Context: an optimization exercise on an open-source flow, tuned for small area, a short achievable clock period and few clock cycles. The choices shown serve that exercise and are no tape-out recipe. Where RTL was checked, it was by simulation tests only, not by an equivalence proof against the original. No functional check of the RTL was part of runs 1 and 2. Power figures rest on the tool's default switching activity, not on a simulated workload.

==> flow/design.v <==
package fcrla_pkg;
	localparam int MAX_SAMPLES = 4096;
	localparam int SAMPLE_BITS = 16;
	localparam int LANES    = 4;
	localparam int AVG_W    = 16;
	localparam int COUNT_W  = 13;
	localparam int TIME_W   = 32;
	localparam int IVAL_W   = 16;
	localparam int TALLY_W  = $clog2(MAX_SAMPLES + 1);          
	localparam int TRIPLE_W = TALLY_W + 1;                      
	localparam int SUM_W    = SAMPLE_BITS + $clog2(MAX_SAMPLES);  
	localparam int REM_W    = SUM_W - AVG_W;                    
	localparam int STEPS    = AVG_W / 2;                        
	localparam int CNT_W    = $clog2(STEPS);
	localparam int IN_W     = 104;
	localparam int OUT_W    = 80;
	localparam logic [IVAL_W-1:0] EMIT_INTERVAL_RESET = IVAL_W'(1000);
endpackage
module fcrla_lane (
	input  logic                              clk,
	input  logic                              acc_zero,  
	input  logic                              add,
	input  logic [fcrla_pkg::SAMPLE_BITS-1:0] sample,
	input  logic                              follow,    
	input  logic                              step,
	input  logic [fcrla_pkg::TALLY_W-1:0]     d1,        
	input  logic [fcrla_pkg::TRIPLE_W-1:0]    d3,        
	output logic [fcrla_pkg::AVG_W-1:0]       avg
);
	localparam int SW = fcrla_pkg::SUM_W;
	localparam int RW = fcrla_pkg::REM_W;
	localparam int AW = fcrla_pkg::AVG_W;
	logic [SW-1:0]   acc_q;
	logic [SW-1:0]   acc_sum;
	logic [SW-1:0]   acc_d;
	logic [SW-1:0]   div_q;
	logic [RW+1:0]   r4;
	logic [RW+2:0]   s1, s2, s3;
	logic [RW-1:0]   rem;
	logic [1:0]      qd;
	assign acc_sum = acc_q + SW'(sample);
	always_comb begin
		unique case ({acc_zero, add})
			2'b00: acc_d = acc_q;
			2'b01: acc_d = acc_sum;
			2'b10: acc_d = '0;
			2'b11: acc_d = SW'(sample);
		endcase
	end
	always_ff @(posedge clk) begin
		acc_q <= acc_d;
	end
	assign r4 = div_q[SW-1:AW-2];
	assign s1 = {1'b0, r4} - (RW+3)'(d1);
	assign s2 = {1'b0, r4} - (RW+3)'({d1, 1'b0});
	assign s3 = {1'b0, r4} - (RW+3)'(d3);
	always_comb begin
		if (!s3[RW+2]) begin
			qd  = 2'd3;
			rem = s3[RW-1:0];
		end else if (!s2[RW+2]) begin
			qd  = 2'd2;
			rem = s2[RW-1:0];
		end else if (!s1[RW+2]) begin
			qd  = 2'd1;
			rem = s1[RW-1:0];
		end else begin
			qd  = 2'd0;
			rem = r4[RW-1:0];
		end
	end
	always_ff @(posedge clk) begin
		if (follow) begin
			div_q <= acc_d;
		end else if (step) begin
			div_q <= {rem, div_q[AW-3:0], qd};
		end
	end
	assign avg = div_q[AW-1:0];
endmodule
module four_channel_rate_limited_averager_top (
	input  logic                          clk,
	input  logic                          arst_n,
	input  logic                          s_tvalid,
	output logic                          s_tready,
	input  logic [fcrla_pkg::IN_W-1:0]    s_tdata,
	input  logic [1:0]                    s_tuser,
	output logic                          m_tvalid,
	input  logic                          m_tready,
	output logic [fcrla_pkg::OUT_W-1:0]   m_tdata,
	input  logic                          cfg_we,
	input  logic [fcrla_pkg::IVAL_W-1:0]  cfg_data
);
	localparam int TW = fcrla_pkg::TALLY_W;
	localparam int XW = fcrla_pkg::TRIPLE_W;
	localparam int HW = fcrla_pkg::TIME_W / 2;
	logic [fcrla_pkg::IVAL_W-1:0] ival_q;
	logic                         cfgd_q;    
	logic                         stream_q;
	logic [2*HW-1:0]              last_q;
	logic [HW:0]                  end_q;     
	logic [TW-1:0]                tally_q;
	logic [XW-1:0]                triple_q;  
	logic                         ready_q;
	logic                         pend_q;    
	logic                         busy_q;    
	logic                         valid_q;   
	logic [fcrla_pkg::CNT_W-1:0]  cnt_q;
	logic [TW-1:0]                count_q;   
	logic [XW-1:0]                count3_q;
	logic                         accept;
	logic                         start;
	logic                         smp;
	logic [HW-1:0]                now_lo, now_hi, last_hi1;
	logic                         borrow;
	logic                         lt_end;
	logic                         in_window;
	logic                         hi_zero;
	logic                         emit;
	logic                         div_free;
	logic                         load;
	logic                         zero;
	logic                         add;
	logic                         done;
	logic                         busy_d, valid_d, pend_d, free_d;
	logic [TW-1:0]                tally_d, tally_inc;
	logic [XW-1:0]                triple_d, triple_inc;
	logic                         cmd_smp, smp_ok;
	logic [HW:0]                  end_sum;
	logic [fcrla_pkg::AVG_W-1:0]  avg [fcrla_pkg::LANES];
	assign now_lo   = s_tdata[1 +: HW];
	assign now_hi   = s_tdata[1 + HW +: HW];
	assign div_free = !busy_q && !valid_q;
	assign load     = pend_q && div_free;
	assign s_tready = ready_q;
	assign accept   = s_tvalid && ready_q;
	assign cmd_smp  = s_tvalid && (s_tuser == 2'd0) && s_tdata[0];
	assign smp_ok   = ready_q && stream_q;
	assign start    = s_tvalid && (s_tuser == 2'd1) && ready_q;
	assign smp      = cmd_smp && smp_ok;
	assign zero     = load || start;
	assign add      = cmd_smp && smp_ok && (load || !tally_q[TW-1]);
	assign tally_inc  = tally_q + TW'(1);
	assign triple_inc = triple_q + XW'(3);
	assign tally_d    = zero ? TW'(add) : (add ? tally_inc : tally_q);
	assign triple_d   = zero ? (add ? XW'(3) : '0) : (add ? triple_inc : triple_q);
	assign last_hi1  = last_q[2*HW-1:HW] + HW'(1);
	assign borrow    = now_lo < last_q[HW-1:0];
	assign lt_end    = now_lo < end_q[HW-1:0];
	assign in_window = end_q[HW] ? (!borrow || lt_end) : (!borrow && lt_end);
	assign hi_zero   = borrow ? (now_hi == last_hi1) : (now_hi == last_q[2*HW-1:HW]);
	assign emit      = smp && hi_zero && in_window ? 1'b0 : smp;
	assign end_sum  = (cfgd_q ? {1'b0, last_q[HW-1:0]} : {1'b0, now_lo}) + (HW+1)'(ival_q);
	assign done    = busy_q && cnt_q == fcrla_pkg::CNT_W'(fcrla_pkg::STEPS - 1);
	assign busy_d  = load || (busy_q && !done);
	assign valid_d = done || (valid_q && !m_tready);
	assign free_d  = !busy_d && !valid_d;
	assign pend_d  = emit || (pend_q && !div_free);
	genvar g;
	generate
		for (g = 0; g < fcrla_pkg::LANES; g++) begin : g_lane
			fcrla_lane u_lane (
				.clk      (clk),
				.acc_zero (zero),
				.add      (add),
				.sample   (s_tdata[33 + 16*g +: fcrla_pkg::SAMPLE_BITS]),
				.follow   (free_d),
				.step     (load || busy_q),
				.d1       (count_q),
				.d3       (count3_q),
				.avg      (avg[g])
			);
		end
	endgenerate
	always_ff @(posedge clk) begin
		tally_q  <= tally_d;
		triple_q <= triple_d;
		if (free_d) begin
			count_q  <= tally_d;
			count3_q <= triple_d;
		end
		if (load) begin
			cnt_q <= fcrla_pkg::CNT_W'(1);
		end else if (busy_q) begin
			cnt_q <= cnt_q + fcrla_pkg::CNT_W'(1);
		end
	end
	always_ff @(posedge clk or negedge arst_n) begin
		if (!arst_n) begin
			ival_q <= fcrla_pkg::EMIT_INTERVAL_RESET;
			cfgd_q <= 1'b0;
		end else begin
			cfgd_q <= cfg_we;
			if (cfg_we) begin
				ival_q <= cfg_data;
			end
		end
	end
	always_ff @(posedge clk or negedge arst_n) begin
		if (!arst_n) begin
			stream_q <= 1'b0;
		end else if (accept && s_tuser == 2'd1) begin
			stream_q <= 1'b1;
		end else if (accept && s_tuser == 2'd2) begin
			stream_q <= 1'b0;
		end
	end
	always_ff @(posedge clk or negedge arst_n) begin
		if (!arst_n) begin
			last_q <= '0;
			end_q  <= (HW+1)'(fcrla_pkg::EMIT_INTERVAL_RESET);
		end else begin
			if (emit) begin
				last_q <= {now_hi, now_lo};
			end
			if (emit || cfgd_q) begin
				end_q <= end_sum;
			end
		end
	end
	always_ff @(posedge clk or negedge arst_n) begin
		if (!arst_n) begin
			ready_q <= 1'b1;
			pend_q  <= 1'b0;
			busy_q  <= 1'b0;
			valid_q <= 1'b0;
		end else begin
			ready_q <= !cfg_we && !(pend_d && !free_d);
			pend_q  <= pend_d;
			busy_q  <= busy_d;
			valid_q <= valid_d;
		end
	end
	assign m_tvalid = valid_q;
	assign m_tdata  = {3'b000, count_q, avg[3], avg[2], avg[1], avg[0]};
endmodule
==> flow/flow/run.sh <==
#!/bin/bash
# The standard layout (the standard.sh: standard synthesis, floorplan, placement, CTS,
# routing), except that the port buffers placement inserts are plain buffers
# (sky130_fd_sc_hd__buf_1) instead of the delay cell ORFS picks by default. Every input and
# output port still gets its own buffer; resizing may upsize it later.
set -euo pipefail
export BUFFER_PORTS_ARGS="-buffer_cell sky130_fd_sc_hd__buf_1"
bash standard.sh finish > standard.log 2>&1
==> flow/standard.sh <==
#!/bin/bash
# synth_recipe.tcl (not shown) runs the flow's synth.tcl, then flattens the netlist and writes it again
# the make line also repeats each setting of config.mk as NAME=value (left out here)
make -C /OpenROAD-flow-scripts/flow DESIGN_CONFIG=/design/flow/config.mk WORK_HOME=/design/flow/orfs CLKGATE_MAP_FILE= SYNTH_SCRIPT=/design/flow/synth_recipe.tcl "${@:-finish}"
==> flow/config.mk <==
export PLATFORM = sky130hd
export DESIGN_NAME = four_channel_rate_limited_averager_top
export DESIGN_NICKNAME = four_channel_rate_limited_averager_top
export VERILOG_FILES = /design/flow/design.v
export SDC_FILE = /design/flow/constraint.sdc
export NUM_CORES = 4
export LEC_CHECK = 0
export ABC_AREA = 1
export CAP_MARGIN = 20
export CORE_MARGIN = 2
export CORE_UTILIZATION = 40
export CTS_CLUSTER_DIAMETER = 100
export CTS_CLUSTER_SIZE = 24
export SETUP_SLACK_MARGIN = 2.5
export SLEW_MARGIN = 20
==> flow/constraint.sdc <==
create_clock -name core_clock -period 5.5 [get_ports {clk}]
set_input_delay 1.1000 -clock core_clock [delete_from_list [all_inputs] [get_ports {clk}]]
set_output_delay 1.1000 -clock core_clock [all_outputs]
set_load 0.01 [all_outputs]
==> results of run 1 <==
-- stage by stage --
stage	utilization (%)	area, sq um
after floorplan	-	28000
after global placement	42.6	29100
after detailed placement	42.6	29100
after CTS	45.2	30900
after global routing	47.7	32600
final	47.7	32600
-- kinds of logic after synthesis --
logic type / share of synthesized area (%)
other: 0.0136
DFF: 32.0
muxes: 0.649
xor gates and xnor gates: 4.42
buffers and inverters: 8.72
AOI/OAI and AO/OA: 16.3
and+or+nand+nor: 24.2
adders and majority gates: 13.7
-- timing repair --
action / CTS / global route
pin swaps: 21 / 100
cloned: 12 / 10
endpoints found under the setup margin: 356 / 221
buffers inserted: 50 / 84
gates resized for setup: 107 / 268
-- how the worst max path moves through the flow --
stage / cells after the start / endpoint / startpoint / slack [ns]
after floorplan: 15 / g_lane[1].u_lane.div_q[16] / s_tdata[49] / 2.23
after global placement: 22 / end_q[10] / s_tdata[2] / 0.95
after detailed placement: 22 / end_q[2] / s_tdata[2] / 0.95
after CTS: 11 / g_lane[3].u_lane.div_q[22] / count3_q[0] / 2.45
after global routing: 15 / g_lane[1].u_lane.div_q[21] / s_tdata[51] / 2.34
final: 17 / g_lane[3].u_lane.div_q[25] / count_q[2] / 2.53
-- placed cells by master (no fill, tap or decap), types with 18 or more instances in the layout --
master | Yosys | final
nand2_1 | 1007 | 963
inv_1 | 387 | 363
a21oi_1 | 337 | 305
ha_1 | 275 | 246
nand3_1 | 238 | 208
o21ai_0 | 257 | 200
buf_1 | 8 | 183
nor2_1 | 178 | 160
dfxtp_1 | 142 | 142
edfxtp_1 | 139 | 139
buf_4 | 69 | 127
xor2_1 | 93 | 93
o211ai_1 | 58 | 58
dfrtp_1 | 58 | 56
o21ai_1 | 14 | 47
xnor2_1 | 46 | 46
nor3_1 | 47 | 42
nand2_2 | 2 | 31
or2_2 | 30 | 30
nand3_2 | 1 | 29
a21oi_2 | 0 | 28
nand4_1 | 27 | 27
clkbuf_16 | 0 | 26
ha_4 | 0 | 25
a31oi_1 | 23 | 23
buf_6 | 6 | 23
o21ai_2 | 1 | 20
a21o_1 | 18 | 18
-- sequential cells by signal, summed over array words and instances (netlist names), 3 cells and up --
signal,count
cnt_q,3
count3_q,14
count_q,13
end_q,17
g_lane.u_lane.acc_q,112
g_lane.u_lane.div_q,112
ival_q,16
last_q,32
tally_q,13
triple_q,14
-- final cells by class --
class	instances	area [sq um]	area share [%]
clock buffers	27	643	1.97
clock inverters	16	218	0.667
inverters	395	1570	4.81
multi-input cells	2847	17900	54.9
flip-flops and latches	352	8810	27.0
well taps	882	1100	3.38
repair buffers	362	2360	7.22
repair inverters	1	7.51	0.0230
-- power groups by stage --
stage / combinational, mW / sequential [mW] / clock, mW
floorplan: 9.31 / 4.17 / 0
global placement: 11.7 / 4.35 / 0
finish: 14.4 / 4.30 / 2.08
CTS: 12.7 / 4.29 / 2.13
global route: 16.0 / 4.38 / 2.21
detailed placement: 11.8 / 4.35 / 0
-- routing by layer --
layer  part of all wire (%)  wire (microns)  track usage [%]  vias up
met5                      0               0                0        -
met1                     48           39700             31.1    11800
met2                     45           37000             35.8      477
li1                       -               -                -    13100
met4                    2.0            1620             4.89        0
met3                    4.6            3780             2.55       75
-- worst min-delay path: stages, from the launching register on --
cell	delay, ns
dfstp_2	0.38
nand3_2	0.06
nand2_1	0.04
==> run notes, run 1 <==
status timing/DRC/antenna clean; Seq/Total Area, Yosys between 30% and 40%; CTS sink cnt roughly 350; Hold Path Cell Cnt 2; total die area between 70000 and 80000 sq um; first-pass GRT wire length 126000 microns; Post-synth EDFFs around 140; Chip Width between 200 and 300 microns; Worst Hold Margin ~0.47 ns; # setup viols final 0; Post-synth top cells 1007 x nand2_1, 387 x inv_1, 337 x a21oi_1; Final #Nets about 4400; CP arrival 3.31 ns; number of diodes 0; Critical Path Max Stage Delay between 0.4 and 0.5 ns; std cell rows 96; Die Height around 270 microns; register bit total from synthesis 352; PortBufs roughly 200; Top cell by count, worst path nand2_2; RSZ-0062 raised after global routing yes; Fill cells between 6000 and 7000; dpl hpwl around 57000 microns; Max Slew Vio Count 0; Logic pwr share 69.3%; worst reg-to-reg path cell count 17; final setup TNS 0 ns; Syn Inst Count between 3000 and 4000; Hold Path End end_q[8]; Worst Max-Slew Pin Slew between 1 and 1.5 ns; critical path startpoint category flip-flop; Max VDD drop ~0.00032 V; Pre-antenna DRT Iters 5; ys flop type dfxtp_1; most common cell in the netlist nand2_1; yosys warns 3; RR Endpoint g_lane[3].u_lane.div_q[25]; Slowest cell on crit path edfxtp_1; internal power 10.4 mW; initial DRC count between 1500 and 2000; final period utilization between 50% and 60%; mean post-synth cell area ~7.4 sq um; wire per inst roughly 17 microns; Setup Skew about 0.022 ns; Placed Cells about 4700; Finished Layout Cells 4882; sw frac about half; Hold Buf Count CTS 0; Worst slew margin between 30% and 40%; CTS clock-pin slew for the worst setup and hold paths around 0.10 ns; GPL Wtd Cong about 0.87; critical path class reg2reg; Total Routed Length 82100 microns; initial antenna violation count 1; CTS root buf clkbuf_16; residual DRC count 0; PwrDens approximately 640 nW/um^2; post-synth top area share 15.1%; switching power about 10 mW; Pwr Total about 21 mW; register share of total power approximately a fifth; Worst EP required slightly below 6 ns; synthesized area ~28000 sq um; worst path bufs/invs 5; clock buffer depth 3; maximum achievable frequency approximately 340 MHz; distinct cell type count of the synthesized netlist 70; CP Capture Type flip-flop; Hold Crit Class reg2reg; core area ~70000 sq um; clock power share approximately 10%; CP max FO 8; CTS H-tree depth 1; Post-DRT Antenna Nets 0; asr flop ratio synth between 20% and 30%; FF-to-FF Start count_q[2]; Clock Latency Late Sink approximately 0.6 ns; leakage approximately 15 nW; fin crit period ~3.0 ns; Syn-to-layout area delta 18.4%; gr usage total a little over a fifth; Worst Min Path Start end_q[8]; r2r setup slk approximately 2.5 ns; max-cap violations 0; largest net degree at the start of global routing between 70 and 80; vias in the first global route ~23000; cell taking the most area after synthesis edfxtp_1; CP delay by family, top simple AND/OR/NAND/NOR gates; total CTS buffers 24; Top Ports 209; Via-to-Cell Ratio about 5.2; Hold Violations, Final 0; Initial Util 40.3%; vias 25400; grt total ovfl 0; layout cells sized above 1 14.0%; CTS tree done; crit-path cells clkinvlp_4, buf_12, buf_4, ha_4, nand3_1, nand2_2, nand2_2, nand2_2, a21oi_4, nand3b_1, nand2_4, clkinvlp_4, buf_4, o211ai_1, o211ai_1, nand3_1, nand2_1; post-place setup slack 0.955 ns; synth top area cells edfxtp_1 15%, nand2_1 14%, ha_1 12%; Final WS setup around 2.5 ns
==> run 2: changes to the inputs <==
--- a/flow/config.mk
+++ b/flow/config.mk
@@ -14,2 +14,3 @@
 export SETUP_SLACK_MARGIN = 2.5
 export SLEW_MARGIN = 20
+export TNS_END_PERCENT = 5
==> run 2 against run 1 <==
  * Core utilization down 1.2 points
  * Highest routed layer is now met5
  * Largest power group unchanged
  * Still clean on timing, DRC and antenna
  * Critical path type is now in2reg
  * Cell count shrank 0.84%
  * Global-route usage decreased by 0.64 points
  * Sequential share of layout area up 0.72 points
==> run notes, run 2 <==
status timing/DRC/antenna clean (unchanged); leakage 14.5 nW (was 14.8 nW); worst reg-to-reg path cell count 15 (was 17); CTS root buf clkbuf_16 (unchanged); commonest non-fill, non-tap cell in the layout nand2_1 (unchanged); synth top area cells edfxtp_1 15%, nand2_1 14%, ha_1 12% (unchanged); Setup Skew 0.0295 ns (was 0.0217 ns); most frequent cells in the layout 971 x nand2_1, 368 x inv_1, 315 x a21oi_1, 258 x ha_1, 224 x nand3_1 (was 963 x nand2_1, 363 x inv_1, 305 x a21oi_1, 246 x ha_1, 208 x nand3_1); Final #Nets 4359 (was 4402); Fill cells 6868 (was 6780); initial DRC count 1543 (was 1711); final setup TNS 0 ns (unchanged); core area 68300 sq um (unchanged); max-cap violations 0 (unchanged); Pwr Total 20.3 mW (was 20.8 mW); CTS clock-pin slew for the worst setup and hold paths 0.09 ns (was 0.10 ns); RSZ-0062 raised after global routing yes (unchanged); met2 wire length 35100 microns (was 37000 microns); total area of sequential cells 8810 sq um (about the same); CTS sink cnt 352 (unchanged); Seq/Total Area, Yosys 32.0% (unchanged); dpl hpwl 55700 microns (was 57200 microns); # setup viols final 0 (unchanged); CP Capture Point g_lane[2].u_lane.div_q[26] (was g_lane[3].u_lane.div_q[25]); std cell rows 96 (unchanged); CP delay by family, top simple AND/OR/NAND/NOR gates (unchanged); layout cells sized above 1 11.4% (was 14.0%); wire per inst 16.2 microns (was 16.8 microns); met1 WL 38000 microns (was 39700 microns); Syn Inst Count 3736 (unchanged); most common cell in the netlist nand2_1 (unchanged); Total Routed Length 78400 microns (was 82100 microns); area of the multi-input gates 17300 sq um (was 17900 sq um); Initial Util 40.3% (unchanged); Max Used Layer met5 (was met4); Post-DRT Antenna Nets 0 (unchanged); Top Registers g_lane.u_lane.acc_q: 112 flops, g_lane.u_lane.div_q: 112 flops, last_q: 32 flops (unchanged); Hold Violations, Final 0 (unchanged); crit-path cells buf_1, ha_1, fa_1, nand3_1, nand2_1, nand3_1, nand2_1, a21boi_2, o21ai_2, nand2_1, nor2_4, nand3_1, o21ai_0, a21oi_1, nand2_1, nand2_1 (was clkinvlp_4, buf_12, buf_4, ha_4, nand3_1, nand2_2, nand2_2, nand2_2, a21oi_4, nand3b_1, nand2_4, clkinvlp_4, buf_4, o211ai_1, o211ai_1, nand3_1, nand2_1); total CTS buffers 25 (was 24); Post-synth EDFFs 139 (unchanged); final period utilization 54.9% (was 54.0%); Syn-to-layout area delta 15.3% (was 18.4%); worst path bufs/invs 1 (was 5); Finished Layout Cells 4841 (was 4882); Crit path depth 16 (was 17); met3 WL post-DR 3730 microns (was 3780 microns); register bit total from synthesis 352 (unchanged); initial antenna violation count 3 (was 1); Hold Buf Count CTS 0 (unchanged); largest net degree at the start of global routing 104 (was 72); CP max FO 5 (was 8); Critical path origin s_tdata[65] (was count_q[2]); maximum achievable frequency 331 MHz (was 337 MHz); vias 25300 (was 25400); Worst slew margin 31.4% (was 31.3%); Placed Cells 4681 (was 4683); CP arrival 3.47 ns (was 3.31 ns); GPL Wtd Cong 0.879 (was 0.873); Clock Latency Late Sink 0.59 ns (was 0.60 ns); critical path class in2reg (was reg2reg); Worst Max-Slew Pin Slew 1.03 ns (about the same); PwrDens 639 nW/um^2 (was 637 nW/um^2); synthesized area 27600 sq um (unchanged); Max Slew Vio Count 0 (unchanged); CP Capture Type flip-flop (unchanged); Hold Crit Class reg2reg (unchanged); total die area 71000 sq um (unchanged); Pre-antenna DRT Iters 5 (unchanged); Die Height 266 microns (unchanged); Top cell by count, worst path nand2_1 (was nand2_2); first-pass GRT wire length 124000 microns (was 126000 microns); Critical Path Max Stage Delay 0.41 ns (about the same); ys flop type dfxtp_1 (unchanged); Max VDD drop 0.000359 V (was 0.000325 V); post-synth top area share 15.1% (unchanged); mean post-synth cell area 7.38 sq um (unchanged); Chip Width 266 microns (unchanged); vias in the first global route 23300 (was 23500); yosys warns 3 (unchanged); Slowest cell on crit path fa_1 (was edfxtp_1); Via-to-Cell Ratio 5.23 (was 5.20); distinct cell type count of the synthesized netlist 70 (unchanged); CTS tree done (unchanged); clock buffer depth 3 (unchanged); grt total ovfl 0 (unchanged); gr usage total 21.3% (was 21.9%); FF-to-FF Start count3_q[0] (was count_q[2]); Layout Utilization 46.5% (was 47.7%); cell taking the most area after synthesis edfxtp_1 (unchanged); asr flop ratio synth 20.2% (unchanged); residual DRC count 0 (unchanged); Top Ports 209 (unchanged); PortBufs 198 (unchanged); r2r setup slk 2.55 ns (was 2.53 ns); Post-synth top cells 1007 x nand2_1, 387 x inv_1, 337 x a21oi_1 (unchanged); RR Endpoint g_lane[0].u_lane.div_q[27] (was g_lane[3].u_lane.div_q[25]); fin crit period 3.02 ns (was 2.97 ns); Worst EP required 5.95 ns (was 5.84 ns); Worst Hold Margin 0.482 ns (was 0.473 ns); CTS H-tree depth 1 (unchanged); critical path startpoint category input pin (was flip-flop)
==> run 2: cell counts after synthesis <==
No cell type changed its count.
==> run 2: layout make-up <==
type,instances,share of cell area [%]
antenna,1,0.00787
clock buffer,25,1.97
clock inverter,20,0.917
inverter,395,4.88
multi-input combinational,2838,54.6
sequential,352,27.7
tap,882,3.47
timing repair buffer,327,6.45
timing repair inverter,1,0.0236
==> run 2: kinds of logic (layout without fill, tap and decap cells) <==
group                      after synthesis  in the layout  synth area share, %
and+or+nand+nor                       1584           1590                 24.2
buffers and inverters                  554            768                 8.72
muxes                                   16             16                0.649
other                                    1              4               0.0136
xor gates and xnor gates               139            139                 4.42
AOI/OAI and AO/OA                      798            798                 16.3
DFF                                    352            352                 32.0
adders and majority gates              292            292                 13.7
==> run 2: what timing repair did <==
item | 4_1_cts | 5_1_grt
endpoints found under the hold margin | 0 | 0
pin swaps | 22 | 66
resized for setup | 109 | 196
cloned | 11 | 2
endpoints found under the setup margin | 380 | 341
setup buffers | 44 | 57
==> run 2: stage by stage <==
step / area (sq um) / worst slack, ns
6_report: 31800 / 2.48
4_1_cts: 30600 / 2.19
3_3_place_gp: 28800 / 1.03
2_1_floorplan: 27700 / 2.23
3_5_place_dp: 28800 / 1.02
5_1_grt: 31800 / 2.34
==> run 2: worst register-to-register path, cell delays in order (launching register included) <==
cell and delay (ns):
edfxtp_1 0.42, buf_4 0.17, buf_4 0.13, ha_1 0.20, fa_1 0.46, inv_1 0.11, nand3_1 0.08, o2111ai_1 0.22
a21oi_1 0.12, buf_4 0.23, inv_1 0.24, o21ai_0 0.13, a21o_1 0.16, nand2_1 0.06, nand2_1 0.04, nand2_1 0.08
==> run 2: how the worst min path moves through the flow <==
stage,from,endpoint,slack (ns),depth (start not counted)
after floorplan,tally_q[11],tally_q[11],0.44,1
after global placement,tally_q[11],tally_q[11],0.46,1
after detailed placement,g_lane[3].u_lane.acc_q[27],g_lane[3].u_lane.acc_q[27],0.47,2
after CTS,g_lane[3].u_lane.acc_q[27],g_lane[3].u_lane.acc_q[27],0.48,2
after global routing,end_q[5],end_q[5],0.51,2
final,g_lane[3].u_lane.acc_q[27],g_lane[3].u_lane.acc_q[27],0.48,2
==> run 2: metal layers <==
layer | vias to the layer above | global-route usage (%)
met3 | 88 | 2.09
met2 | 544 | 34.4
met1 | 11700 | 30.7
met4 | 4 | 4.51
met5 | - | 0
li1 | 13000 | -
==> run 2: power by group <==
| group | switching [mW] | leakage, nW | total (mW) | internal (mW) |
|---|---|---|---|---|
| registers | 0.566 | 3.57 | 4.28 | 3.71 |
| logic | 8.35 | 10.5 | 13.8 | 5.50 |
| clock network | 1.15 | 0.447 | 2.20 | 1.04 |
| total | 10.1 | 14.5 | 20.3 | 10.3 |
==> run 3: changes to the inputs <==
--- a/flow/design.v
+++ b/flow/design.v
@@ -32,4 +32,6 @@
 	localparam int AW = fcrla_pkg::AVG_W;
 	logic [SW-1:0]   acc_q;
+	logic [AW:0]     lo_sum;
+	logic [SW-AW-1:0] hi_inc;
 	logic [SW-1:0]   acc_sum;
 	logic [SW-1:0]   acc_d;
@@ -39,5 +41,7 @@
 	logic [RW-1:0]   rem;
 	logic [1:0]      qd;
-	assign acc_sum = acc_q + SW'(sample);
+	assign lo_sum  = {1'b0, acc_q[AW-1:0]} + {1'b0, sample};
+	assign hi_inc  = acc_q[SW-1:AW] + (SW-AW)'(1);
+	assign acc_sum = {lo_sum[AW] ? hi_inc : acc_q[SW-1:AW], lo_sum[AW-1:0]};
 	always_comb begin
 		unique case ({acc_zero, add})
@@ -71,8 +75,9 @@
 	end
 	always_ff @(posedge clk) begin
+		div_q[SW-1:AW] <= step ? rem : acc_d[SW-1:AW];
 		if (follow) begin
-			div_q <= acc_d;
+			div_q[AW-1:0] <= acc_d[AW-1:0];
 		end else if (step) begin
-			div_q <= {rem, div_q[AW-3:0], qd};
+			div_q[AW-1:0] <= {div_q[AW-3:0], qd};
 		end
 	end
==> run 3 against run 2 <==
  * Still clean
  * Synthesized area down 3.4%
  * Sequential cell count unchanged
  * Cell count down 2.8%
  * Non-clock buffer count decreased by 26
  * Register-to-register slack barely moved
  * Synthesized cell count decreased by 2.4%
  * First-iteration DRC count up 11%
  * Critical path type unchanged
  * Largest cell class unchanged
==> run notes, run 3 <==
residual DRC count 0 (unchanged); final period utilization 54.8% (was 54.9%); Initial Util 40.4% (was 40.3%); Chip Width 262 microns (was 266 microns); Pwr Total 17.3 mW (was 20.3 mW); most common cell in the netlist nand2_1 (unchanged); Fill cells 6700 (was 6868); leakage 13.8 nW (was 14.5 nW); Top Registers g_lane.u_lane.acc_q: 112 flops, g_lane.u_lane.div_q: 112 flops, last_q: 32 flops (unchanged); Seq/Total Area, Yosys 31.3% (was 32.0%); main combinational cell family by area after synthesis simple AND/OR/NAND/NOR gates (unchanged); RSZ-0062 raised after global routing yes (unchanged); Worst Min Path Start g_lane[1].u_lane.acc_q[18] (was g_lane[3].u_lane.acc_q[27]); CP delay by family, top simple AND/OR/NAND/NOR gates (unchanged); gr usage total 21.7% (was 21.3%); Worst Max-Slew Pin Slew 0.985 ns (was 1.03 ns); Hold Crit Class reg2reg (unchanged); total CTS buffers 21 (was 25); Critical path origin s_tdata[12] (was s_tdata[65]); commonest non-fill, non-tap cell in the layout nand2_1 (unchanged); CP Capture Type flip-flop (unchanged); clock buffer depth 3 (unchanged); Synth Area in Compound Gates 16.6% (was 16.3%); final setup TNS 0 ns (unchanged); Final WS setup 2.48 ns (about the same); Worst slew margin 34.3% (was 31.4%); max-cap violations 0 (unchanged); # setup viols final 0 (unchanged); synthesized area 26600 sq um (was 27600 sq um); asr flop ratio synth 20.2% (unchanged); CP arrival 3.52 ns (was 3.47 ns); cell taking the most area after synthesis dfxtp_1 (was edfxtp_1); Hold Violations, Final 0 (unchanged); dpl hpwl 56300 microns (was 55700 microns); area of the multi-input gates 16800 sq um (was 17300 sq um); Total Routed Length 79100 microns (was 78400 microns); critical path class in2reg (unchanged); post-synthesis xor/xnor area fraction 4.61% (was 4.42%); worst path bufs/invs 5 (was 1); Critical Path Max Stage Delay 0.27 ns (was 0.41 ns); core area 65900 sq um (was 68300 sq um); vias in the first global route 21900 (was 23300); maximum achievable frequency 332 MHz (was 331 MHz); total area of sequential cells 8330 sq um (was 8810 sq um); CP max FO 8 (was 5); vias 24500 (was 25300); GPL Wtd Cong 0.877 (was 0.879); Clock Latency Late Sink 0.58 ns (was 0.59 ns); initial DRC count 1719 (was 1543); CTS clock-pin slew for the worst setup and hold paths 0.10 ns (was 0.09 ns); total die area 68600 sq um (was 71000 sq um); wire per inst 16.8 microns (was 16.2 microns); Final #Nets 4245 (was 4359); Post-DRT Antenna Nets 0 (unchanged); FF-to-FF Start g_lane[0].u_lane.div_q[14] (was count3_q[0]); Post-synth top cells 942 x nand2_1, 374 x inv_1, 339 x o21ai_0 (was 1007 x nand2_1, 387 x inv_1, 337 x a21oi_1); Syn Inst Count 3647 (was 3736); crit-path cells buf_4, ha_4, nand2_2, inv_2, nand3_2, nor3_4, buf_12, buf_6, nand2_8, nand4_1, nand2_1, nor2_2, nand3_2, nor2_4, nand3_4, nand2_8, buf_4, nand2_1, a21oi_1 (was buf_1, ha_1, fa_1, nand3_1, nand2_1, nand3_1, nand2_1, a21boi_2, o21ai_2, nand2_1, nor2_4, nand3_1, o21ai_0, a21oi_1, nand2_1, nand2_1); most frequent cells in the layout 911 x nand2_1, 360 x inv_1, 314 x o21ai_0, 282 x a21oi_1, 269 x ha_1 (was 971 x nand2_1, 368 x inv_1, 315 x a21oi_1, 258 x ha_1, 224 x nand3_1); Slowest cell on crit path ha_4 (was fa_1); mean post-synth cell area 7.30 sq um (was 7.38 sq um); status timing/DRC/antenna clean (unchanged); grt total ovfl 0 (unchanged); Hold Buf Count CTS 0 (unchanged); critical path startpoint category input pin (unchanged); Synth Area in Adders 14.4% (was 13.7%); first-pass GRT wire length 119000 microns (was 124000 microns); Via-to-Cell Ratio 5.20 (was 5.23); ys flop type dfxtp_1 (unchanged); synth top area cells dfxtp_1 14%, nand2_1 13%, ha_1 13% (was edfxtp_1 15%, nand2_1 14%, ha_1 12%); Syn-to-layout area delta 13.6% (was 15.3%); PortBufs 198 (unchanged); largest net degree at the start of global routing 82 (was 104); Max VDD drop 0.000373 V (was 0.000359 V); Worst EP required 6.00 ns (was 5.95 ns); CTS sink cnt 352 (unchanged); Max Slew Vio Count 0 (unchanged); Top Ports 209 (unchanged); CTS H-tree depth 1 (unchanged); post-place setup slack 1.29 ns (was 1.02 ns); register bit total from synthesis 352 (unchanged); post-synth top area share 14.3% (was 15.1%); Pre-antenna DRT Iters 5 (unchanged); std cell rows 94 (was 96); initial antenna violation count 9 (was 3); distinct cell type count of the synthesized netlist 60 (was 70); PwrDens 573 nW/um^2 (was 639 nW/um^2); mux cell area share after synthesis 0.634% (was 0.649%); Die Height 262 microns (was 266 microns); Post-synth EDFFs 91 (was 139); CTS tree done (unchanged); yosys warns 3 (unchanged); Post-Synth Simple-Gate Area 23.7% (was 24.2%); Layout Utilization 45.9% (was 46.5%); fin crit period 3.02 ns (about the same); CTS root buf clkbuf_16 (unchanged); Setup Skew 0.0211 ns (was 0.0295 ns); Worst Hold Margin 0.465 ns (was 0.482 ns); layout cells sized above 1 10.0% (was 11.4%)
[run 3: cell count changes in the layout (fill, tap and decap cells not counted), sizes merged, moves of 34 or more]
cell / change
buf: -34
dfxtp: +48
a21oi: -43
edfxtp: -48
o21ai: +74
nand2: -61
[run 3: worst paths after layout]
path / end / slack [ns] / cells after the start
max: ready_q / 2.48 / 19
min: g_lane[1].u_lane.acc_q[18] / 0.46 / 1
max reg2reg: g_lane[0].u_lane.div_q[23] / 2.54 / 14
min reg2reg: g_lane[1].u_lane.acc_q[18] / 0.46 / 1
max in group asynchronous: cfgd_q / 4.13 / 1
min in group asynchronous: last_q[9] / 0.67 / 1
[run 3: worst register-to-register path: cells and delay by family, from the launching register on]
kind	cells	cell delay [ns]
AOI/OAI and AO/OA	5	0.69
and+or+nand+nor	4	0.44
adders and majority gates	2	0.63
buffers and inverters	3	0.62
DFF	1	0.49
[run 3: logic make-up after synthesis]
kind of cell,count (synthesis)
compound gates,803
fa+ha+maj,296
xor+xnor,140
simple gates,1494
buf+inv,546
other cells,1
flops,352
mux,15
[run 3: what timing repair did]
action	CTS	global route
resized for setup	52	153
gates cloned	4	13
pin swaps	8	64
setup endpoints to repair	171	220
buffers inserted	27	49
[run 3: through the flow]
stage | cell area, sq um | cells
floorplan | 26800 | 3649
global route | 30300 | 4705
detailed placement | 28000 | 4570
global placement | 28000 | 4570
CTS | 29100 | 4639
finish | 30300 | 4705
[run 3: area by class of cell]
class	instances	share of cell area, %
multi-input combinational	2760	55.6
clock buffer	29	1.84
timing repair inverter	1	0.0165
timing repair buffer	301	5.99
sequential	352	27.5
inverter	385	4.98
antenna	4	0.0331
tap	864	3.57
clock inverter	9	0.381
[run 3: report_power, final]
part	internal, mW	switching [mW]	total [mW]
combinational	4.40	7.20	11.6
sequential	3.42	0.520	3.94
clock	0.753	1.03	1.79
[run 3: metal layers]
metal	global-route usage [%]	wire length [microns]	vias to the layer above
met4	3.69	1190	8
met2	33.7	34300	527
met3	2.78	4180	69
li1	-	-	12600
met5	0	57	-
met1	32.3	39400	11300
Testbench counts of run 3, summed over its fixed seeds: cycles 15,879.
==> run 4: changes to the inputs <==
--- a/flow/config.mk
+++ b/flow/config.mk
@@ -12,5 +12,5 @@
 export CTS_CLUSTER_DIAMETER = 100
 export CTS_CLUSTER_SIZE = 24
-export SETUP_SLACK_MARGIN = 2.5
+export SETUP_SLACK_MARGIN = 2.3
 export SLEW_MARGIN = 20
 export TNS_END_PERCENT = 5
==> run 4 against run 3 <==
  * Critical path depth decreased by 1
  * Via count is 1.5% lower
  * Core utilization shrank 1.4 points
  * Cell count fell by 0.89%
  * Critical path type unchanged
  * Register-to-register slack worse by 0.14 ns
  * Sequential cell count stayed put
  * Clock-buffer cell count down 1
==> run notes, run 4 <==
Pwr Total 16.8 mW (was 17.3 mW); vias 24100 (was 24500); Final #Nets 4205 (was 4245); final period utilization 57.4% (was 54.8%); post-place setup slack 1.08 ns (was 1.29 ns); CTS tree done (unchanged); CP Capture Type flip-flop (unchanged); GPL Wtd Cong 0.869 (was 0.877); layout cells sized above 1 6.66% (was 10.0%); CTS root buf clkbuf_16 (unchanged); Pre-antenna DRT Iters 5 (unchanged); Post-DRT Antenna Nets 0 (unchanged); wire per inst 16.3 microns (was 16.8 microns); sw frac 50.1% (was 50.5%); total area of sequential cells 8330 sq um (about the same); PwrDens 573 nW/um^2 (about the same); distinct cell type count of the synthesized netlist 60 (unchanged); largest net degree at the start of global routing 77 (was 82); residual DRC count 0 (unchanged); status timing/DRC/antenna clean (unchanged); most frequent cells in the layout 928 x nand2_1, 368 x inv_1, 324 x o21ai_0, 291 x a21oi_1, 277 x ha_1 (was 911 x nand2_1, 360 x inv_1, 314 x o21ai_0, 282 x a21oi_1, 269 x ha_1); switching power 8.42 mW (was 8.75 mW); initial DRC count 1611 (was 1719); Seq/Total Area, Yosys 31.3% (unchanged); CP arrival 3.59 ns (was 3.52 ns); asr flop ratio synth 20.2% (unchanged); Setup Skew 0.0307 ns (was 0.0211 ns); cell taking the most area after synthesis dfxtp_1 (unchanged); register bit total from synthesis 352 (unchanged); mean post-synth cell area 7.30 sq um (unchanged); max-cap violations 0 (unchanged); Total Routed Length 76200 microns (was 79100 microns); clock power share 12.1% (was 10.3%); Worst Max-Slew Pin Slew 1.03 ns (was 0.985 ns); Die Height 262 microns (unchanged); Top Ports 209 (unchanged); final setup TNS 0 ns (unchanged); Final WS setup 2.34 ns (was 2.48 ns); synthesized area 26600 sq um (unchanged); vias in the first global route 21900 (about the same); critical path class in2reg (unchanged); gr usage total 21.6% (was 21.7%); ys flop type dfxtp_1 (unchanged); Worst slew margin 31.5% (was 34.3%); register share of total power 23.5% (was 22.8%); Post-synth top cells 942 x nand2_1, 374 x inv_1, 339 x o21ai_0 (unchanged); Worst EP required 5.93 ns (was 6.00 ns); initial antenna violation count 9 (unchanged); area of the multi-input gates 16300 sq um (was 16800 sq um); Fill cells 6795 (was 6700); internal power 8.38 mW (was 8.58 mW); Clock Latency Late Sink 0.59 ns (was 0.58 ns); Placed Cells 4575 (was 4570); Initial Util 40.4% (unchanged); fin crit period 3.16 ns (was 3.02 ns); Via-to-Cell Ratio 5.17 (was 5.20); CTS H-tree depth 1 (unchanged); Chip Width 262 microns (unchanged); Logic pwr share 64.5% (was 66.9%); Hold Violations, Final 0 (unchanged); first-pass GRT wire length 119000 microns (about the same); Syn-to-layout area delta 10.1% (was 13.6%); Max VDD drop 0.000299 V (was 0.000373 V); core area 65900 sq um (unchanged); # setup viols final 0 (unchanged); critical path startpoint category input pin (unchanged); Top Registers g_lane.u_lane.acc_q: 112 flops, g_lane.u_lane.div_q: 112 flops, last_q: 32 flops (unchanged); std cell rows 94 (unchanged); total CTS buffers 23 (was 21); synth top area cells dfxtp_1 14%, nand2_1 13%, ha_1 13% (unchanged); post-synth top area share 14.3% (unchanged); total die area 68600 sq um (unchanged); Syn Inst Count 3647 (unchanged); Finished Layout Cells 4663 (was 4705); Max Slew Vio Count 0 (unchanged); leakage 13.5 nW (was 13.8 nW); yosys warns 3 (unchanged); commonest non-fill, non-tap cell in the layout nand2_1 (unchanged); grt total ovfl 0 (unchanged); CP max FO 7 (was 8); RSZ-0062 raised after global routing yes (unchanged); Hold Crit Class reg2reg (unchanged); CTS clock-pin slew for the worst setup and hold paths 0.09 ns (was 0.10 ns); CTS sink cnt 352 (unchanged); Layout Utilization 44.5% (was 45.9%); dpl hpwl 57000 microns (was 56300 microns); maximum achievable frequency 317 MHz (was 332 MHz); most common cell in the netlist nand2_1 (unchanged); PortBufs 198 (unchanged); Post-synth EDFFs 91 (unchanged); Hold Buf Count CTS 0 (unchanged); clock buffer depth 3 (unchanged)
-- run 4: cell counts after synthesis --
Identical to the previous run, type by type.
-- run 4: per-layer routing --
layer | GRT usage [%] | share of wire, % | vias to the layer above
met5 | 0 | 0.15 | -
met4 | 4.88 | 1.9 | 16
met3 | 3.41 | 5.1 | 79
met2 | 34.2 | 44 | 467
met1 | 31.0 | 49 | 11000
li1 | - | - | 12500
-- run 4: power by group through the flow --
| stage | clock network [mW] | logic (mW) | registers [mW] |
|---|---|---|---|
| global route | 2.17 | 12.3 | 4.02 |
| detailed placement | 0 | 10.3 | 4.02 |
| CTS | 2.09 | 10.4 | 3.95 |
| global placement | 0 | 10.3 | 4.02 |
| floorplan | 0 | 8.11 | 3.82 |
| finish | 2.03 | 10.8 | 3.94 |
-- run 4: final cells by class --
| class | count | share of cell area [%] |
|---|---|---|
| multi-input combinational | 2756 | 55.6 |
| sequential | 352 | 28.4 |
| inverter | 385 | 5.03 |
| timing repair buffer | 263 | 4.43 |
| tap | 864 | 3.69 |
| clock buffer | 28 | 2.17 |
| clock inverter | 13 | 0.602 |
| timing repair inverter | 1 | 0.0256 |
| antenna | 1 | 0.00854 |
-- run 4: cell families (layout without fill, tap and decap cells) --
| family | Yosys count | in the layout | share of synthesized area, % |
|---|---|---|---|
| buf+inv | 546 | 690 | 8.83 |
| simple gates | 1494 | 1499 | 23.7 |
| compound gates | 803 | 803 | 16.6 |
| mux | 15 | 15 | 0.634 |
| flops | 352 | 352 | 31.3 |
| other cells | 1 | 4 | 0.0141 |
| fa+ha+maj | 296 | 296 | 14.4 |
| xor+xnor | 140 | 140 | 4.61 |
-- run 4: repair_timing --
item | 4_1_cts | 5_1_grt
cloned | 2 | 5
pin swaps | 5 | 8
resized for setup | 20 | 80
endpoints found under the setup margin | 134 | 193
setup buffers | 6 | 33
endpoints found under the hold margin | 0 | 0
-- run 4: stage by stage --
stage,instance area (sq um),hold slack [ns]
floorplan,26600,0.432
finish,29300,0.472
CTS,28800,0.472
detailed placement,27800,0.457
global route,29300,0.498
global placement,27800,0.448
-- run 4: path summary, 6_finish.rpt --
check	startpoint	end	slack [ns]	cells past startpoint
max in group asynchronous	arst_n	cfgd_q	4.19	1
worst min-delay path	g_lane[1].u_lane.acc_q[18]	g_lane[1].u_lane.acc_q[18]	0.47	1
worst max-delay path	s_tdata[65]	g_lane[2].u_lane.div_q[25]	2.34	18
worst max register to register	count_q[2]	g_lane[3].u_lane.div_q[19]	2.40	17
min in group asynchronous	arst_n	last_q[0]	0.67	1
worst min register to register	g_lane[1].u_lane.acc_q[18]	g_lane[1].u_lane.acc_q[18]	0.47	1
-- run 4: critical path, stage by stage --
cell and delay, ns:
buf_1 0.10, ha_1 0.24, fa_1 0.38, nand2_1 0.10
nand2_1 0.05, nand2_1 0.08, nand2_1 0.06, nand2_1 0.11
a31oi_2 0.14, a21boi_2 0.29, o21ai_4 0.12, buf_4 0.20
nand2_1 0.05, o21ai_0 0.07, nand2_1 0.06, o21ai_0 0.12
nand2_1 0.19, o21ai_0 0.11
==> run 5: changes to the inputs <==
--- a/flow/config.mk
+++ b/flow/config.mk
@@ -12,5 +12,5 @@
 export CTS_CLUSTER_DIAMETER = 100
 export CTS_CLUSTER_SIZE = 24
-export SETUP_SLACK_MARGIN = 2.3
+export SETUP_SLACK_MARGIN = 2.7
 export SLEW_MARGIN = 20
 export TNS_END_PERCENT = 5
==> run 5 against run 4 <==
  * Still clean on timing, DRC and antenna
  * Worst setup slack gained 0.056 ns
  * Power increased by 3.7%
  * Via count up 2.7%
  * Cell count rose by 1.5%
  * Core utilization up 2.1 points
  * Maximum frequency is 1.8% higher
  * Register-to-register slack better by 0.13 ns
  * Synthesized area is the same
  * Synthesized cell count is the same
  * First-iteration DRC count unchanged
  * Largest cell class unchanged
==> run notes, run 5 <==
clock buffer depth 3 (unchanged); Top Ports 209 (unchanged); wire per inst 16.9 microns (was 16.3 microns); Post-synth top cells 942 x nand2_1, 374 x inv_1, 339 x o21ai_0 (unchanged); total CTS buffers 21 (was 23); Synth Area in Compound Gates 16.6% (unchanged); CTS sink cnt 352 (unchanged); Post-Synth Simple-Gate Area 23.7% (unchanged); largest net degree at the start of global routing 72 (was 77); post-synthesis xor/xnor area fraction 4.61% (unchanged); worst reg-to-reg path cell count 15 (was 17); r2r setup slk 2.53 ns (was 2.40 ns); Pre-antenna DRT Iters 5 (unchanged); clock power share 10.4% (was 12.1%); Setup Skew 0.0371 ns (was 0.0307 ns); critical path class in2reg (unchanged); yosys warns 3 (unchanged); Total Routed Length 79900 microns (was 76200 microns); Chip Width 262 microns (unchanged); most frequent cells in the layout 902 x nand2_1, 357 x inv_1, 309 x o21ai_0, 284 x a21oi_1, 264 x ha_1 (was 928 x nand2_1, 368 x inv_1, 324 x o21ai_0, 291 x a21oi_1, 277 x ha_1); register bit total from synthesis 352 (unchanged); Worst slew margin 29.8% (was 31.5%); post-synth top area share 14.3% (unchanged); Syn Inst Count 3647 (unchanged); CTS clock-pin slew for the worst setup and hold paths 0.09 ns (about the same); Worst Min Path Start g_lane[1].u_lane.acc_q[18] (unchanged); FF-to-FF Start count_q[0] (was count_q[2]); max-cap violations 0 (unchanged); vias in the first global route 22900 (was 21900); Worst Hold Margin 0.465 ns (was 0.472 ns); Max VDD drop 0.000262 V (was 0.000299 V); Clock Latency Late Sink 0.58 ns (was 0.59 ns); Slowest cell on crit path ha_1 (was fa_1); Worst Max-Slew Pin Slew 1.05 ns (was 1.03 ns); Syn-to-layout area delta 15.3% (was 10.1%); Hold Path Cell Cnt 1 (unchanged); Top Registers g_lane.u_lane.acc_q: 112 flops, g_lane.u_lane.div_q: 112 flops, last_q: 32 flops (unchanged); Logic pwr share 66.8% (was 64.5%); PwrDens 568 nW/um^2 (was 573 nW/um^2); first-pass GRT wire length 124000 microns (was 119000 microns); # setup viols final 0 (unchanged); std cell rows 94 (unchanged); mean post-synth cell area 7.30 sq um (unchanged); layout cells sized above 1 11.3% (was 6.66%); main combinational cell family by area after synthesis simple AND/OR/NAND/NOR gates (unchanged); PortBufs 198 (unchanged); crit-path cells buf_1, ha_1, nand3_2, nor3_4, buf_4, nand2_8, buf_4, nand2_1, nand2_2, nand3_1, nand2_1, nor2_1, nand2_1, nor2_2, nand3_4, nand2_8, buf_12, buf_8, nand3_1, nand2_1 (was buf_1, ha_1, fa_1, nand2_1, nand2_1, nand2_1, nand2_1, nand2_1, a31oi_2, a21boi_2, o21ai_4, buf_4, nand2_1, o21ai_0, nand2_1, o21ai_0, nand2_1, o21ai_0); maximum achievable frequency 322 MHz (was 317 MHz); Hold Buf Count CTS 0 (unchanged); final period utilization 56.4% (was 57.4%); CP Capture Type flip-flop (unchanged); critical path startpoint category input pin (unchanged); initial antenna violation count 6 (was 9); Hold Violations, Final 0 (unchanged); Top cell by count, worst path nand2_1 (unchanged); most common cell in the netlist nand2_1 (unchanged); Post-synth EDFFs 91 (unchanged); distinct cell type count of the synthesized netlist 60 (unchanged); Initial Util 40.4% (unchanged); synthesized area 26600 sq um (unchanged); gr usage total 22.5% (was 21.6%); Seq/Total Area, Yosys 31.3% (unchanged); Max Slew Vio Count 0 (unchanged); asr flop ratio synth 20.2% (unchanged); fin crit period 3.10 ns (was 3.16 ns); CP arrival 3.60 ns (was 3.59 ns); Worst EP required 5.99 ns (was 5.93 ns); RR Endpoint g_lane[3].u_lane.div_q[19] (unchanged); CTS H-tree depth 1 (unchanged); CP max FO 7 (unchanged); dpl cell area 28000 sq um (was 27800 sq um); leakage 14.0 nW (was 13.5 nW); RSZ-0062 raised after global routing yes (unchanged); Hold Path End g_lane[1].u_lane.acc_q[18] (unchanged); Die Height 262 microns (unchanged); Final #Nets 4278 (was 4205); cell taking the most area after synthesis dfxtp_1 (unchanged); commonest non-fill, non-tap cell in the layout nand2_1 (unchanged); ys flop type dfxtp_1 (unchanged); CTS tree done (unchanged); Via-to-Cell Ratio 5.23 (was 5.17); total die area 68600 sq um (unchanged); core area 65900 sq um (unchanged); Fill cells 6675 (was 6795); Critical Path Max Stage Delay 0.34 ns (was 0.38 ns); CTS root buf clkbuf_16 (unchanged); Design Area, Final 30700 sq um (was 29300 sq um); dpl hpwl 56700 microns (was 57000 microns); register share of total power 22.9% (was 23.5%); initial DRC count 1611 (unchanged); final setup TNS 0 ns (unchanged); synth top area cells dfxtp_1 14%, nand2_1 13%, ha_1 13% (unchanged); grt total ovfl 0 (unchanged); internal power 8.64 mW (was 8.38 mW); GPL Wtd Cong 0.901 (was 0.869); switching power 8.78 mW (was 8.42 mW); status timing/DRC/antenna clean (unchanged); vias 24800 (was 24100); Post-DRT Antenna Nets 0 (unchanged); sw frac 50.4% (was 50.1%); Synth Area in Adders 14.4% (unchanged); residual DRC count 0 (unchanged); mux cell area share after synthesis 0.634% (unchanged); Hold Crit Class reg2reg (unchanged)
==> run 5: cell counts after synthesis <==
Identical to the previous run, type by type.
==> run 5: cells by family after synthesis <==
group	Yosys count
buffers and inverters	546
xor gates and xnor gates	140
other	1
muxes	15
and+or+nand+nor	1494
AOI/OAI and AO/OA	803
DFF	352
adders and majority gates	296
==> run 5: per-stage QoR <==
| step | utilization [%] | worst slack (ns) | cells | power (mW) |
|---|---|---|---|---|
| after floorplan | - | 2.28 | 3649 | 12.0 |
| after global placement | 42.5 | 1.25 | 4570 | 14.4 |
| after detailed placement | 42.5 | 1.25 | 4570 | 14.5 |
| after CTS | 45.4 | 2.50 | 4689 | 17.0 |
| after global routing | 46.6 | 2.29 | 4734 | 19.1 |
| final | 46.6 | 2.40 | 4735 | 17.4 |
==> run 5: layout make-up <==
cell class / count / area (sq um) / share of cell area, %
multi-input cells: 2765 / 17100 / 55.6
flip-flops and latches: 352 / 8330 / 27.2
repair buffers: 330 / 2030 / 6.61
inverters: 385 / 1500 / 4.89
well taps: 864 / 1080 / 3.52
clock buffers: 28 / 552 / 1.80
clock inverters: 9 / 125 / 0.408
diodes: 2 / 5.00 / 0.0163
==> run 5: power groups by stage <==
stage | clock [mW] | combinational [mW] | sequential, mW
after floorplan | 0 | 8.15 | 3.82
after global placement | 0 | 10.3 | 4.08
after detailed placement | 0 | 10.4 | 4.08
after CTS | 1.86 | 11.1 | 3.97
after global routing | 1.93 | 13.1 | 4.06
final | 1.80 | 11.6 | 3.98
==> run 5: worst max path at each step <==
stage / from / endpoint / slack, ns / depth (start not counted)
floorplan: s_tdata[49] / g_lane[1].u_lane.div_q[14] / 2.28 / 13
detailed placement: s_tdata[12] / last_q[10] / 1.25 / 18
global route: s_tdata[2] / end_q[4] / 2.29 / 23
CTS: s_tdata[12] / end_q[16] / 2.50 / 21
finish: s_tdata[9] / end_q[3] / 2.40 / 20
global placement: s_tdata[12] / end_q[16] / 1.25 / 19
==> run 5: metal layers <==
metal | track usage [%] | wire length (microns) | vias to the layer above | share of wire (%)
li1 | - | - | 12700 | -
met1 | 32.3 | 38700 | 11500 | 48
met2 | 36.8 | 35800 | 528 | 45
met3 | 2.26 | 3800 | 95 | 4.8
met4 | 4.58 | 1510 | 10 | 1.9
met5 | 0 | 68 | - | 0.085
==> run 5: critical path, delay by kind of cell <==
kind	cells	cell delay (ns)
simple gates	14	1.42
fa+ha+maj	1	0.34
buf+inv	5	0.72
==> run 5: what timing repair did <==
item	in CTS	in global routing
pin swaps	43	59
endpoints found under the hold margin	0	0
setup buffers	70	38
gates cloned	12	6
setup endpoints to repair	261	233
gates resized for setup	140	99
==> run 6: changes to the inputs <==
==> flow/run.sh (new file) <==
#!/bin/bash
# synth_recipe.tcl (not shown) runs the flow's synth.tcl, then flattens the netlist and writes it again
# the make line also repeats each setting of config.mk as NAME=value (left out here)
make -C /OpenROAD-flow-scripts/flow DESIGN_CONFIG=/design/flow/config.mk WORK_HOME=/design/flow/orfs CLKGATE_MAP_FILE= SYNTH_SCRIPT=/design/flow/synth_recipe.tcl finish
--- a/flow/config.mk
+++ b/flow/config.mk
@@ -12,5 +12,5 @@
 export CTS_CLUSTER_DIAMETER = 100
 export CTS_CLUSTER_SIZE = 24
-export SETUP_SLACK_MARGIN = 2.7
+export SETUP_SLACK_MARGIN = 2.5
 export SLEW_MARGIN = 20
 export TNS_END_PERCENT = 5
removed: flow/flow/run.sh
removed: flow/standard.sh
==> run 6 against run 5 <==
  * Critical endpoint is now end_q[4]
  * Sequential cell count is the same
  * Largest cell class unchanged
  * Worst hold slack better by 0.0032 ns
  * Still clean on timing, DRC and antenna
  * Routed wire length up 1.8%
==> run notes, run 6 <==
status timing/DRC/antenna clean (unchanged); CTS clock-pin slew for the worst setup and hold paths 0.10 ns (was 0.09 ns); yosys warns 3 (unchanged); distinct cell type count of the synthesized netlist 60 (unchanged); std cell rows 94 (unchanged); synthesized area 26600 sq um (unchanged); largest net degree at the start of global routing 72 (unchanged); max-cap violations 0 (unchanged); crit-path cells clkdlybuf4s15_2, inv_1, o21ai_2, ha_1, a21oi_1, o21ai_2, buf_4, buf_4, buf_4, buf_4, buf_4, buf_4, buf_4, buf_4, buf_4, xor2_1, nand2_1, nand2_1 (was buf_1, ha_1, nand3_2, nor3_4, buf_4, nand2_8, buf_4, nand2_1, nand2_2, nand3_1, nand2_1, nor2_1, nand2_1, nor2_2, nand3_4, nand2_8, buf_12, buf_8, nand3_1, nand2_1); gr usage total 23.1% (was 22.5%); CTS tree done (unchanged); residual DRC count 0 (unchanged); Die Height 262 microns (unchanged); # setup viols final 0 (unchanged); worst path bufs/invs 11 (was 5); Setup Skew 0.0264 ns (was 0.0371 ns); Seq/Total Area, Yosys 31.3% (unchanged); layout cells sized above 1 13.2% (was 11.3%); CP Capture Type flip-flop (unchanged); Design Area, Final 32500 sq um (was 30700 sq um); CP delay by family, top buffers and inverters (was simple AND/OR/NAND/NOR gates); Syn Inst Count 3647 (unchanged); Top Ports 209 (unchanged); Top Registers g_lane.u_lane.acc_q: 112 flops, g_lane.u_lane.div_q: 112 flops, last_q: 32 flops (unchanged); Pwr Total 18.0 mW (was 17.4 mW); Hold Violations, Final 0 (unchanged); Layout Utilization 49.3% (was 46.6%); register bit total from synthesis 352 (unchanged); post-synth top area share 14.3% (unchanged); Worst EP required 5.96 ns (was 5.99 ns); first-pass GRT wire length 126000 microns (was 124000 microns); core area 65900 sq um (unchanged); mean post-synth cell area 7.30 sq um (unchanged); commonest non-fill, non-tap cell in the layout nand2_1 (unchanged); Fill cells 6614 (was 6675); maximum achievable frequency 327 MHz (was 322 MHz); final period utilization 55.7% (was 56.4%); Post-synth top cells 942 x nand2_1, 374 x inv_1, 339 x o21ai_0 (unchanged); Hold Crit Class reg2reg (unchanged); total CTS buffers 20 (was 21); Placed Cells 4576 (was 4570); fin crit period 3.06 ns (was 3.10 ns); dpl hpwl 57000 microns (was 56700 microns); critical path startpoint category input pin (unchanged); Max VDD drop 0.000271 V (was 0.000262 V); Critical Path Max Stage Delay 0.32 ns (was 0.34 ns); wire per inst 17.1 microns (was 16.9 microns); CP arrival 3.52 ns (was 3.60 ns); Syn-to-layout area delta 22.0% (was 15.3%); RSZ-0062 raised after global routing yes (unchanged); dpl cell area 29200 sq um (was 28000 sq um); ys flop type dfxtp_1 (unchanged); asr flop ratio synth 20.2% (unchanged); vias 24800 (about the same); Worst Max-Slew Pin Slew 1.01 ns (was 1.05 ns); Max Slew Vio Count 0 (unchanged); Hold Buf Count CTS 0 (unchanged); Initial Util 40.4% (unchanged); GPL Wtd Cong 0.893 (was 0.901); Worst slew margin 32.4% (was 29.8%); Post-synth EDFFs 91 (unchanged); Final #Nets 4303 (was 4278); CTS sink cnt 352 (unchanged); CTS H-tree depth 1 (unchanged); most common cell in the netlist nand2_1 (unchanged); Pre-antenna DRT Iters 5 (unchanged); initial DRC count 1658 (was 1611); Clock Latency Late Sink 0.58 ns (about the same); PortBufs 198 (unchanged); clock buffer depth 3 (unchanged); Top cell by count, worst path buf_4 (was nand2_1); Finished Layout Cells 4762 (was 4735); synth top area cells dfxtp_1 14%, nand2_1 13%, ha_1 13% (unchanged); Post-DRT Antenna Nets 0 (unchanged); initial antenna violation count 10 (was 6); CTS root buf clkbuf_16 (unchanged); final setup TNS 0 ns (unchanged); critical path class in2reg (unchanged); Slowest cell on crit path ha_1 (unchanged); most frequent cells in the layout 905 x nand2_1, 356 x inv_1, 297 x o21ai_0, 275 x a21oi_1, 249 x ha_1 (was 902 x nand2_1, 357 x inv_1, 309 x o21ai_0, 284 x a21oi_1, 264 x ha_1); vias in the first global route 22800 (was 22900); Chip Width 262 microns (unchanged); cell taking the most area after synthesis dfxtp_1 (unchanged); Total Routed Length 81300 microns (was 79900 microns); CP max FO 4 (was 7); grt total ovfl 0 (unchanged); leakage 14.9 nW (was 14.0 nW); Via-to-Cell Ratio 5.22 (was 5.23); PwrDens 555 nW/um^2 (was 568 nW/um^2); total die area 68600 sq um (unchanged)
-- run 6: kinds of logic after synthesis --
kind of cell	synth area share [%]
muxes	0.634
buffers and inverters	8.83
DFF	31.3
xor gates and xnor gates	4.61
AOI/OAI and AO/OA	16.6
adders and majority gates	14.4
other	0.0141
and+or+nand+nor	23.7
-- run 6: timing repair --
item / CTS / global route
hold endpoints to repair: 0 / 0
gates cloned: 11 / 4
pin swaps: 68 / 73
gates resized for setup: 223 / 161
setup buffers: 81 / 50
setup endpoints to repair: 308 / 290
-- run 6: final cells by class --
class                      instances  area, sq um  share of cell area (%)
tap                              864         1080                    3.33
sequential                       352         8330                    25.7
inverter                         385         1510                    4.65
multi-input combinational       2763        17400                    53.5
antenna                            4         10.0                  0.0308
timing repair buffer             356         3480                    10.7
clock buffer                      27          548                    1.69
clock inverter                     9          110                   0.339
timing repair inverter             2         12.5                  0.0385
-- run 6: power breakdown --
part | switching, mW | internal, mW | total [mW]
logic | 7.28 | 5.00 | 12.3
registers | 0.543 | 3.43 | 3.97
clock network | 1.01 | 0.781 | 1.79
total | 8.83 | 9.21 | 18.0
-- run 6: metal layers --
layer,part of all wire [%],track usage (%)
met3,5.4,2.89
met4,1.8,4.25
met2,44,36.2
met1,49,34.1
met5,0.081,0
-- run 6: metrics by stage --
step           hold slack (ns)  worst slack (ns)
6_report                 0.469              2.44
5_1_grt                  0.497              2.32
4_1_cts                  0.472              2.42
3_5_place_dp             0.456             0.776
3_3_place_gp             0.447             0.849
2_1_floorplan            0.432              2.28
-- run 6: final timing paths --
check                                           start                    endpoint  slack (ns)  cells past startpoint
max                                        s_tdata[4]                    end_q[4]        2.44                     18
min                        g_lane[1].u_lane.acc_q[18]  g_lane[1].u_lane.acc_q[18]        0.47                      1
max reg2reg                                    cfgd_q                    end_q[4]        2.56                     16
min reg2reg                g_lane[1].u_lane.acc_q[18]  g_lane[1].u_lane.acc_q[18]        0.47                      1
max in group asynchronous                      arst_n                      cfgd_q        4.13                      1
min in group asynchronous                      arst_n                  last_q[11]        0.67                      1

==> port drivers added, routing unchanged <==
In the flow no input, the clock included, has a driving cell. The finished layouts below were timed again as built, in two steps. Step 1 assumes that a clkbuf_16 drives the clock port and a buf_2 every other input. Step 2 times the ports against the registers' clock, not the clock port: input delays grow and output delays shrink by t, the midpoint of the rising clock arrivals with the driver on. Slacks: no drivers / after step 1 / after step 2; pairs: no drivers / after step 1.
run	shift t [ns]	slack for setup (ns)	worst setup path after step 2	worst slew at a driven data input, ns	pins driven straight from the clock port
run 1	0.652	2.530 / 2.530 / 1.913	input to register	0.07	1
run 2	0.643	2.482 / 2.523 / 1.880	input to register	0.08	1
run 3	0.631	2.484 / 2.518 / 1.887	input to register	0.11	1
run 4	0.641	2.340 / 2.342 / 1.701	input to register	0.11	1
run 5	0.627	2.396 / 2.430 / 1.802	input to register	0.11	1
run 6	0.631	2.438 / 2.410 / 1.779	input to register	0.10	1
After both steps setup and hold are still met in every run listed. For run 6, which loses most, drivers alone change the setup slack by -0.028 ns; drivers and shift together by -0.659 ns.
